From an optimization exercise on the open Yosys and OpenROAD flow, aimed at small area; shortcuts taken in it are not production practice.
In this exercise RTL edits were held to simulation tests only and were not proved equivalent to the original.

== run 3 ==
==> flow/design.v <==
`default_nettype none
package pcc_pkg;
  localparam int unsigned DataW = 16;
  localparam int unsigned IntegW = 24;
  localparam int unsigned CfgIdxW = 3;
endpackage
`default_nettype wire
`default_nettype none
module pid_controller_clamped_unit #(
  parameter int unsigned UPDATE_RATE_HZ = 30
) (
  input  wire                               clk_i,
  input  wire                               rst_ni,
  input  wire                               cfg_valid_i,
  output logic                              cfg_ready_o,
  input  wire  [pcc_pkg::CfgIdxW-1:0]       cfg_index_i,
  input  wire  [pcc_pkg::DataW-1:0]         cfg_data_i,
  input  wire                               in_valid_i,
  output logic                              in_ready_o,
  input  wire                               time_passed_i,
  input  wire  signed [pcc_pkg::DataW-1:0]  setpoint_i,
  input  wire  signed [pcc_pkg::DataW-1:0]  measured_i,
  output logic                              out_valid_o,
  input  wire                               out_ready_i,
  output logic signed [pcc_pkg::DataW-1:0]  drive_o
);
  localparam logic [2:0] PhIdle = 3'd0;
  localparam logic [2:0] Ph1    = 3'd1;
  localparam logic [2:0] Ph2    = 3'd2;
  localparam logic [2:0] Ph3    = 3'd3;
  localparam logic [2:0] Ph4    = 3'd4;
  logic signed [15:0] kp_q, ki_q, kd_q, mn_q, mx_q;
  logic signed [23:0] integ_q;
  logic signed [15:0] prev_q;
  logic               out_valid_q;
  logic        [15:0] drive_q;
  logic [2:0] ph_q, ph_d;
  logic [5:0] n_q, n_d;
  logic        br_e_q, br_d_q, br_30_q;   
  logic [4:0]  dl_q;                      
  logic [17:0] acc_q;                     
  logic        pd_q;                      
  logic [3:0]  r_q;                       
  logic        br_q_q;                    
  logic        cy_q;                      
  logic        br_l_q, br_h_q;            
  logic        lt_q, gt_q, inv_q;         
  logic [23:0] scr_q;                     
  logic hold, first, jfirst, last;
  logic accept;
  assign cfg_ready_o = 1'b1;
  assign out_valid_o = out_valid_q;
  assign drive_o     = drive_q;
  assign hold        = !time_passed_i;
  always_ff @(posedge clk_i or negedge rst_ni) begin
    if (!rst_ni) begin
      kp_q <= '0;
      ki_q <= '0;
      kd_q <= '0;
      mn_q <= '0;
      mx_q <= '0;
    end else if (cfg_valid_i) begin
      case (cfg_index_i)
        3'd0: kp_q <= cfg_data_i;
        3'd1: ki_q <= cfg_data_i;
        3'd2: kd_q <= cfg_data_i;
        3'd3: mn_q <= cfg_data_i;
        3'd4: mx_q <= cfg_data_i;
        default: ;
      endcase
    end
  end
  always_comb begin
    ph_d = ph_q;
    n_d  = n_q + 6'd1;
    last = 1'b0;
    unique case (ph_q)
      Ph1: if (n_q == 6'd32) begin ph_d = Ph2; n_d = '0; end
      Ph2: if (n_q == 6'd28) begin ph_d = Ph3; n_d = '0; end
      Ph3: if (n_q == 6'd37) begin ph_d = Ph4; n_d = 6'd9; end
      Ph4: if (n_q == 6'd24) begin ph_d = PhIdle; last = 1'b1; end
      default: begin
        ph_d = hold ? Ph4 : Ph1;
        n_d  = hold ? 6'd9 : 6'd0;
      end
    endcase
    if (ph_q == PhIdle && (!in_valid_i || out_valid_q)) begin
      ph_d = PhIdle;
    end
    if (!in_valid_i) begin
      ph_d = PhIdle;
    end
  end
  always_ff @(posedge clk_i or negedge rst_ni) begin
    if (!rst_ni) begin
      ph_q <= PhIdle;
      n_q  <= '0;
    end else begin
      ph_q <= ph_d;
      n_q  <= n_d;
    end
  end
  assign in_ready_o = last;
  assign accept     = last && in_valid_i;
  assign first      = (n_q == 6'd0);
  assign jfirst     = (n_q == 6'd1);
  logic [3:0] ie;
  logic       sp_b, pv_b, prev_b;
  logic       e_b, dlt_b, d30_b;
  logic       a_b, b_b;
  assign ie     = (n_q[5:4] != 2'b00) ? 4'd15 : n_q[3:0];
  assign sp_b   = setpoint_i[ie];
  assign pv_b   = measured_i[ie];
  assign prev_b = prev_q[ie];
  logic br_e_in, br_d_in, br_30_in;
  assign br_e_in  = br_e_q  && !first;
  assign br_d_in  = br_d_q  && !first;
  assign br_30_in = br_30_q && !first;
  assign e_b   = sp_b ^ pv_b ^ br_e_in;
  assign dlt_b = pv_b ^ prev_b ^ br_d_in;
  assign a_b   = dl_q[4];
  assign b_b   = dl_q[0];
  assign d30_b = a_b ^ b_b ^ br_30_in;
  always_ff @(posedge clk_i) begin
    br_e_q  <= (!sp_b && pv_b) || (!(sp_b ^ pv_b) && br_e_in);
    br_d_q  <= (!pv_b && prev_b) || (!(pv_b ^ prev_b) && br_d_in);
    br_30_q <= (!a_b && b_b) || (!(a_b ^ b_b) && br_30_in);
    dl_q    <= {dl_q[3:0], dlt_b && (ph_q == Ph3)};
  end
  logic        mact, sgn;
  logic [15:0] k1, op_a, op_b;
  logic [18:0] acc_in, sum;
  logic        x_b;
  assign mact   = (n_q <= 6'd21);
  assign sgn    = (n_q == 6'd21);
  assign k1     = (ph_q == Ph3) ? kp_q : ki_q;
  assign op_a   = (mact && e_b) ? k1 : 16'd0;
  assign op_b   = (mact && d30_b && (ph_q == Ph3)) ? kd_q : 16'd0;
  assign acc_in = first ? 19'd0 : {acc_q[17], acc_q};
  assign sum    = acc_in
                + {{3{op_a[15] ^ sgn}}, op_a ^ {16{sgn}}}
                + {{3{op_b[15] ^ !sgn}}, op_b ^ {16{!sgn}}}
                + 19'd1;
  assign x_b    = sum[0];
  always_ff @(posedge clk_i) begin
    acc_q <= sum[18:1];
    pd_q  <= x_b;
  end
  logic [5:0] j;
  logic [4:0] ii;
  logic [5:0] mj;
  logic [3:0] im;
  logic       i_b, lo_b, hi_b;
  assign j    = n_q - 6'd1;
  assign ii   = (j > 6'd23) ? 5'd23 : j[4:0];
  assign i_b  = integ_q[ii];
  assign mj   = n_q - 6'd9;
  assign im   = (mj[5:4] != 2'b00) ? 4'd15 : mj[3:0];
  assign lo_b = (n_q >= 6'd9) && mn_q[im];
  assign hi_b = (n_q >= 6'd9) && mx_q[im];
  logic [3:0] r_add, r_inc, r_dec;
  assign r_inc = (r_q == 4'd14) ? 4'd0 : r_q + 4'd1;
  assign r_dec = (r_q == 4'd0) ? 4'd14 : r_q - 4'd1;
  assign r_add = !x_b ? r_q : (n_q == 6'd32) ? r_dec : r_inc;
  logic br_q_in, q_b;
  assign br_q_in = br_q_q && !jfirst;
  assign q_b     = r_q[0] ^ x_b ^ br_q_in;
  logic i2_b;
  always_comb begin
    if (j > 6'd23)  i2_b = scr_q[23];
    else if (lt_q)  i2_b = inv_q ? hi_b : lo_b;
    else if (gt_q)  i2_b = hi_b;
    else            i2_b = scr_q[0];
  end
  logic u_b, w_b, cy_in, v_b;
  assign u_b   = (ph_q == Ph3) ? pd_q : q_b;
  assign w_b   = (ph_q == Ph3) ? i2_b : i_b;
  assign cy_in = cy_q && !jfirst;
  assign v_b   = u_b ^ w_b ^ cy_in;
  logic c_b, br_l_in, br_h_in, l_b, h_b;
  assign c_b     = (ph_q == Ph1) ? lo_b : v_b;
  assign br_l_in = br_l_q && !jfirst;
  assign br_h_in = br_h_q && !jfirst;
  assign l_b     = c_b ^ lo_b ^ br_l_in;    
  assign h_b     = hi_b ^ c_b ^ br_h_in;    
  always_ff @(posedge clk_i) begin
    br_q_q <= (!r_q[0] && x_b) || (!(r_q[0] ^ x_b) && br_q_in);
    cy_q   <= (u_b && w_b) || ((u_b ^ w_b) && cy_in);
    br_l_q <= (!c_b && lo_b) || (!(c_b ^ lo_b) && br_l_in);
    br_h_q <= (!hi_b && c_b) || (!(hi_b ^ c_b) && br_h_in);
    unique case (ph_q)
      Ph1: begin
        if (first) r_q <= '0;
        else       r_q <= {r_add[0], r_add[3:1]};
        if (n_q == 6'd28) inv_q <= h_b;
      end
      Ph2: begin
        if (!first) r_q <= {q_b, r_q[3:1]};
        if (!first && j <= 6'd23) scr_q <= {v_b, scr_q[23:1]};
        if (n_q == 6'd28) begin
          lt_q <= l_b;
          gt_q <= h_b;
        end
      end
      Ph3: begin
        if (!first && j <= 6'd23) scr_q <= {i2_b, scr_q[23:1]};
        if (j >= 6'd8 && j <= 6'd23) drive_q <= {v_b, drive_q[15:1]};
        if (n_q == 6'd37) begin
          lt_q <= l_b;
          gt_q <= h_b;
        end
      end
      Ph4: begin
        drive_q <= {hold ? 1'b0 : gt_q ? hi_b : lt_q ? lo_b : drive_q[0],
                    drive_q[15:1]};
      end
      default: ;
    endcase
  end
  always_ff @(posedge clk_i or negedge rst_ni) begin
    if (!rst_ni) begin
      integ_q <= '0;
      prev_q  <= '0;
    end else if (accept && !hold) begin
      integ_q <= scr_q;
      prev_q  <= measured_i;
    end
  end
  always_ff @(posedge clk_i or negedge rst_ni) begin
    if (!rst_ni) begin
      out_valid_q <= 1'b0;
    end else if (accept) begin
      out_valid_q <= 1'b1;
    end else if (out_ready_i) begin
      out_valid_q <= 1'b0;
    end
  end
endmodule
`default_nettype wire
clock: 11.0 ns
lec_check: 0
cap_margin: 20
core_margin: 2
core_utilization: 40
slew_margin: 20
run.sh (not shown) runs the stock make flow with config.mk's settings and CLKGATE_MAP_FILE= SYNTH_SCRIPT=/design/flow/synth_recipe.tcl, a recipe that flattens the netlist after the stock synthesis.
Here is what was changed in the inputs of run 1 compared with run 3.
--- a/flow/design.v
+++ b/flow/design.v
@@ -27,14 +27,16 @@
   localparam logic [2:0] PhIdle = 3'd0;
   localparam logic [2:0] Ph1    = 3'd1;
   localparam logic [2:0] Ph2    = 3'd2;
   localparam logic [2:0] Ph3    = 3'd3;
   localparam logic [2:0] Ph4    = 3'd4;
   logic signed [15:0] kp_q, ki_q, kd_q, mn_q, mx_q;
+  logic        [4:0]  cv_q;     
   logic signed [23:0] integ_q;
   logic signed [15:0] prev_q;
+  logic               sv_q;     
   logic               out_valid_q;
   logic        [15:0] drive_q;
   logic [2:0] ph_q, ph_d;
   logic [5:0] n_q, n_d;
   logic        br_e_q, br_d_q, br_30_q;   
   logic [4:0]  dl_q;                      
@@ -51,18 +53,26 @@
   assign cfg_ready_o = 1'b1;
   assign out_valid_o = out_valid_q;
   assign drive_o     = drive_q;
   assign hold        = !time_passed_i;
   always_ff @(posedge clk_i or negedge rst_ni) begin
     if (!rst_ni) begin
-      kp_q <= '0;
-      ki_q <= '0;
-      kd_q <= '0;
-      mn_q <= '0;
-      mx_q <= '0;
+      cv_q <= '0;
     end else if (cfg_valid_i) begin
+      case (cfg_index_i)
+        3'd0: cv_q[0] <= 1'b1;
+        3'd1: cv_q[1] <= 1'b1;
+        3'd2: cv_q[2] <= 1'b1;
+        3'd3: cv_q[3] <= 1'b1;
+        3'd4: cv_q[4] <= 1'b1;
+        default: ;
+      endcase
+    end
+  end
+  always_ff @(posedge clk_i) begin
+    if (cfg_valid_i) begin
       case (cfg_index_i)
         3'd0: kp_q <= cfg_data_i;
         3'd1: ki_q <= cfg_data_i;
         3'd2: kd_q <= cfg_data_i;
         3'd3: mn_q <= cfg_data_i;
         3'd4: mx_q <= cfg_data_i;
@@ -91,30 +101,31 @@
       ph_d = PhIdle;
     end
   end
   always_ff @(posedge clk_i or negedge rst_ni) begin
     if (!rst_ni) begin
       ph_q <= PhIdle;
-      n_q  <= '0;
     end else begin
       ph_q <= ph_d;
-      n_q  <= n_d;
-    end
+    end
+  end
+  always_ff @(posedge clk_i) begin
+    n_q <= n_d;
   end
   assign in_ready_o = last;
   assign accept     = last && in_valid_i;
   assign first      = (n_q == 6'd0);
   assign jfirst     = (n_q == 6'd1);
   logic [3:0] ie;
   logic       sp_b, pv_b, prev_b;
   logic       e_b, dlt_b, d30_b;
   logic       a_b, b_b;
   assign ie     = (n_q[5:4] != 2'b00) ? 4'd15 : n_q[3:0];
   assign sp_b   = setpoint_i[ie];
   assign pv_b   = measured_i[ie];
-  assign prev_b = prev_q[ie];
+  assign prev_b = sv_q && prev_q[ie];
   logic br_e_in, br_d_in, br_30_in;
   assign br_e_in  = br_e_q  && !first;
   assign br_d_in  = br_d_q  && !first;
   assign br_30_in = br_30_q && !first;
   assign e_b   = sp_b ^ pv_b ^ br_e_in;
   assign dlt_b = pv_b ^ prev_b ^ br_d_in;
@@ -126,19 +137,21 @@
     br_d_q  <= (!pv_b && prev_b) || (!(pv_b ^ prev_b) && br_d_in);
     br_30_q <= (!a_b && b_b) || (!(a_b ^ b_b) && br_30_in);
     dl_q    <= {dl_q[3:0], dlt_b && (ph_q == Ph3)};
   end
   logic        mact, sgn;
   logic [15:0] k1, op_a, op_b;
+  logic        k1v;
   logic [18:0] acc_in, sum;
   logic        x_b;
   assign mact   = (n_q <= 6'd21);
   assign sgn    = (n_q == 6'd21);
   assign k1     = (ph_q == Ph3) ? kp_q : ki_q;
-  assign op_a   = (mact && e_b) ? k1 : 16'd0;
-  assign op_b   = (mact && d30_b && (ph_q == Ph3)) ? kd_q : 16'd0;
+  assign k1v    = (ph_q == Ph3) ? cv_q[0] : cv_q[1];
+  assign op_a   = (mact && e_b && k1v) ? k1 : 16'd0;
+  assign op_b   = (mact && d30_b && cv_q[2] && (ph_q == Ph3)) ? kd_q : 16'd0;
   assign acc_in = first ? 19'd0 : {acc_q[17], acc_q};
   assign sum    = acc_in
                 + {{3{op_a[15] ^ sgn}}, op_a ^ {16{sgn}}}
                 + {{3{op_b[15] ^ !sgn}}, op_b ^ {16{!sgn}}}
                 + 19'd1;
   assign x_b    = sum[0];
@@ -150,17 +163,17 @@
   logic [4:0] ii;
   logic [5:0] mj;
   logic [3:0] im;
   logic       i_b, lo_b, hi_b;
   assign j    = n_q - 6'd1;
   assign ii   = (j > 6'd23) ? 5'd23 : j[4:0];
-  assign i_b  = integ_q[ii];
+  assign i_b  = sv_q && integ_q[ii];
   assign mj   = n_q - 6'd9;
   assign im   = (mj[5:4] != 2'b00) ? 4'd15 : mj[3:0];
-  assign lo_b = (n_q >= 6'd9) && mn_q[im];
-  assign hi_b = (n_q >= 6'd9) && mx_q[im];
+  assign lo_b = (n_q >= 6'd9) && cv_q[3] && mn_q[im];
+  assign hi_b = (n_q >= 6'd9) && cv_q[4] && mx_q[im];
   logic [3:0] r_add, r_inc, r_dec;
   assign r_inc = (r_q == 4'd14) ? 4'd0 : r_q + 4'd1;
   assign r_dec = (r_q == 4'd0) ? 4'd14 : r_q - 4'd1;
   assign r_add = !x_b ? r_q : (n_q == 6'd32) ? r_dec : r_inc;
   logic br_q_in, q_b;
   assign br_q_in = br_q_q && !jfirst;
@@ -216,15 +229,19 @@
       end
       default: ;
     endcase
   end
   always_ff @(posedge clk_i or negedge rst_ni) begin
     if (!rst_ni) begin
-      integ_q <= '0;
-      prev_q  <= '0;
+      sv_q <= 1'b0;
     end else if (accept && !hold) begin
+      sv_q <= 1'b1;
+    end
+  end
+  always_ff @(posedge clk_i) begin
+    if (accept && !hold) begin
       integ_q <= scr_q;
       prev_q  <= measured_i;
     end
   end
   always_ff @(posedge clk_i or negedge rst_ni) begin
     if (!rst_ni) begin
## What came out
- Average footprint of a synthesized cell: run 1 vs run 3 up about 7%
- Minimum period implied by the final worst setup slack ends up lower on run 3.
- Cmp run 3 and run 1 / chip height / lower: run 1
- When run 1 is set beside run 3, its simple logic cell fraction of the synthesized area turns out to be 0.88 points larger.
- Final cell area excluding filler cells in run 1 is about 6% lower than in run 3
- Run 1 reports its cell class ranked first by area as sequential cells while run 3 reports multi-input combinational cells.
- Compared with run 3, in run 1 routed wire length shows a reduction of 3.4 mm, number of clock sinks shows an increase of 6, via-per-instance ratio shows a reduction of 0.14, number of gates resized after cts shows no meaningful change.
- Clock buffer count: run 1 > run 3
- Measured against each other, run 3 and run 1 differ in sequential share of layout area, the lower figure coming from run 3.

========
Another version of the RTL of pid_controller_clamped_unit (not shown whole).
For scale: about 610 cells after synthesis, ~220 flip-flops, roughly 76 I/O pins.
==> flow/config.mk <==
export PLATFORM = sky130hd
export DESIGN_NAME = pid_controller_clamped_unit
export DESIGN_NICKNAME = pid_controller_clamped_unit
export VERILOG_FILES = /design/flow/design.v
export SDC_FILE = /design/flow/constraint.sdc
export NUM_CORES = 4
export LEC_CHECK = 0
export CAP_MARGIN = 20
export CORE_MARGIN = 2
export CORE_UTILIZATION = 60
export CTS_BUF_LIST = sky130_fd_sc_hd__clkbuf_8
export CTS_CLUSTER_DIAMETER = 60
export CTS_CLUSTER_SIZE = 16
export SLEW_MARGIN = 20
==> flow/constraint.sdc <==
create_clock -name core_clock -period 11.0 [get_ports {clk_i}]
set_input_delay 2.2000 -clock core_clock [delete_from_list [all_inputs] [get_ports {clk_i}]]
set_output_delay 2.2000 -clock core_clock [all_outputs]
set_load 0.01 [all_outputs]
standard.sh (not shown) runs the stock make flow with config.mk's settings and CLKGATE_MAP_FILE= SYNTH_SCRIPT=/design/flow/synth_recipe.tcl, a recipe that flattens the netlist after the stock synthesis.
==> flow/flow/run.sh <==
#!/bin/bash
# The standard layout with three changes:
#  - synthesis maps with an area-oriented ABC script (flow/abc_area.script in
#    place of ORFS's abc_speed.script; everything else in the scripts folder
#    is ORFS's own, copied unchanged);
#  - the port buffers are the smallest buffer cell;
#  - the clock tree is built from clkbuf_8 without dummy loads.
set -euo pipefail
here=$PWD
rm -rf "$here/scripts_area"
cp -r "$FLOW_HOME/scripts" "$here/scripts_area"
cp "$here/flow/abc_area.script" "$here/scripts_area/abc_speed.script"
export BUFFER_PORTS_ARGS="-buffer_cell sky130_fd_sc_hd__buf_1"
export CTS_ARGS="-sink_clustering_enable -repair_clock_nets -buf_list sky130_fd_sc_hd__clkbuf_8 -sink_clustering_size 20 -sink_clustering_max_diameter 60 -dont_use_dummy_load"
bash standard.sh "SCRIPTS_DIR=$here/scripts_area" finish > standard.log 2>&1
==> flow/flow/abc_area.script <==
&get -n
&st
&dch -f
&nf -a
&st
&syn2
&dch -f
&nf -a
&put
The starting point finished clean.
==> next run, changes <==
--- a/flow/design.v
+++ b/flow/design.v
@@ -67,26 +67,26 @@
         3'd3: cv_q[3] <= 1'b1;
         3'd4: cv_q[4] <= 1'b1;
         default: ;
       endcase
     end
   end
   always_ff @(posedge clk_i) begin
     if (cfg_valid_i) begin
       case (cfg_index_i)
         3'd0: kp_q <= cfg_data_i;
         3'd1: ki_q <= cfg_data_i;
         3'd2: kd_q <= cfg_data_i;
-        3'd3: mn_q <= cfg_data_i;
-        3'd4: mx_q <= cfg_data_i;
+        3'd3: mn_q <= {cfg_data_i[6:0], cfg_data_i[15:7]};
+        3'd4: mx_q <= {cfg_data_i[6:0], cfg_data_i[15:7]};
         default: ;
       endcase
     end
   end
   always_comb begin
     ph_d = ph_q;
     last = 1'b0;
     unique case (ph_q)
       Ph1: if (rd_q && g_q == 5'd23) ph_d = Ph2;
       Ph2: if (rd_q && g_q == 5'd23) ph_d = Ph3;
       Ph3: if (rd_q && g_q == 5'd23) ph_d = Ph4;
       Ph4: if (rd_q && g_q == 5'd0) begin ph_d = PhIdle; last = 1'b1; end
@@ -170,29 +170,29 @@
       assign rc[i] = (cs_s[i] & cs_c[i-1]) | (cs_s[i] & rc[i-1]) | (cs_c[i-1] & rc[i-1]);
     end
   end
   assign x_b    = sum[0];
   always_ff @(posedge clk_i) begin
     acc_q <= sum[17:1];
     pd_q  <= x_b;
   end
   logic        i_b, lo_b, hi_b;
   assign i_b  = sv_q && (n_gt24 ? sgn_q : (p_q ? rb_q[0] : ra_q[0]));
   logic [3:0] mi;
   logic       m_in, m_top;
-  assign mi    = g_q[3:0] + 4'd7;
+  assign mi    = g_q[3:0];
   assign m_in  = n_mid;
   assign m_top = rd_q;                                 
-  assign lo_b = cv_q[3] && ((m_in && mn_q[mi]) || (m_top && mn_q[15]));
-  assign hi_b = cv_q[4] && ((m_in && mx_q[mi]) || (m_top && mx_q[15]));
+  assign lo_b = cv_q[3] && ((m_in && mn_q[mi]) || (m_top && mn_q[8]));
+  assign hi_b = cv_q[4] && ((m_in && mx_q[mi]) || (m_top && mx_q[8]));
   logic [3:0] r_add, r_inc, r_dec;
   assign r_inc = (r_q == 4'd14) ? 4'd0 : r_q + 4'd1;
   assign r_dec = (r_q == 4'd0) ? 4'd14 : r_q - 4'd1;
   assign r_add = !x_b ? r_q : n_32 ? r_dec : r_inc;
   logic br_q_in, q_b;
   assign br_q_in = br_q_q && !jfirst;
   assign q_b     = r_q[0] ^ x_b ^ br_q_in;
   logic i2_b;
   always_comb begin
     if (n_gt24)      i2_b = sgn_q;
     else if (lt_q)  i2_b = inv_q ? hi_b : lo_b;
     else if (gt_q)  i2_b = hi_b;
The changed run completed with no timing, DRC or antenna violations.
Global-route usage is higher by 1.0 points.
Cell area is lower by 0.53%.
Via count is higher by 1.8%.
Critical path depth is lower by 1.
Core utilization is lower by 0.36 points.
Cell count is higher by 1.1%.
Worst hold slack degrades by 0.0068 ns.
Maximum frequency is higher by 1.3%.

## re-timing with driven ports
In the flow no input, the clock included, has a driving cell. The finished layouts below were timed again as built, in two steps. Step 1, drivers: a clkbuf_16 drives clk_i and a buf_2 each remaining input, both assumed. Step 2 moves the port delays by t, midway between the first and last clock arrival at a register: inputs arrive t later, outputs are due t later. That takes back most of the time a late clock gives input paths. a / b / c = ideal ports / drivers / drivers and shift; a / b = the first two.
run | t, ns | setup WS [ns] | worst slew at a driven data input, ns
run 3 | 0.550 | 3.623 / 3.649 / 3.098 | 0.05
run 1 | 0.560 | 3.180 / 3.206 / 2.646 | 0.04
the first run of note 2 | 0.522 | 0.392 / 0.407 / -0.114 | 0.04
the second run of note 2 | 0.528 | 0.530 / 0.545 / 0.018 | 0.06
Met with ideal ports but missed after step 2: setup timing in the first run of note 2. The setup slack of run 1, which loses most, moves by +0.026 ns with the drivers and by -0.534 ns with both steps.
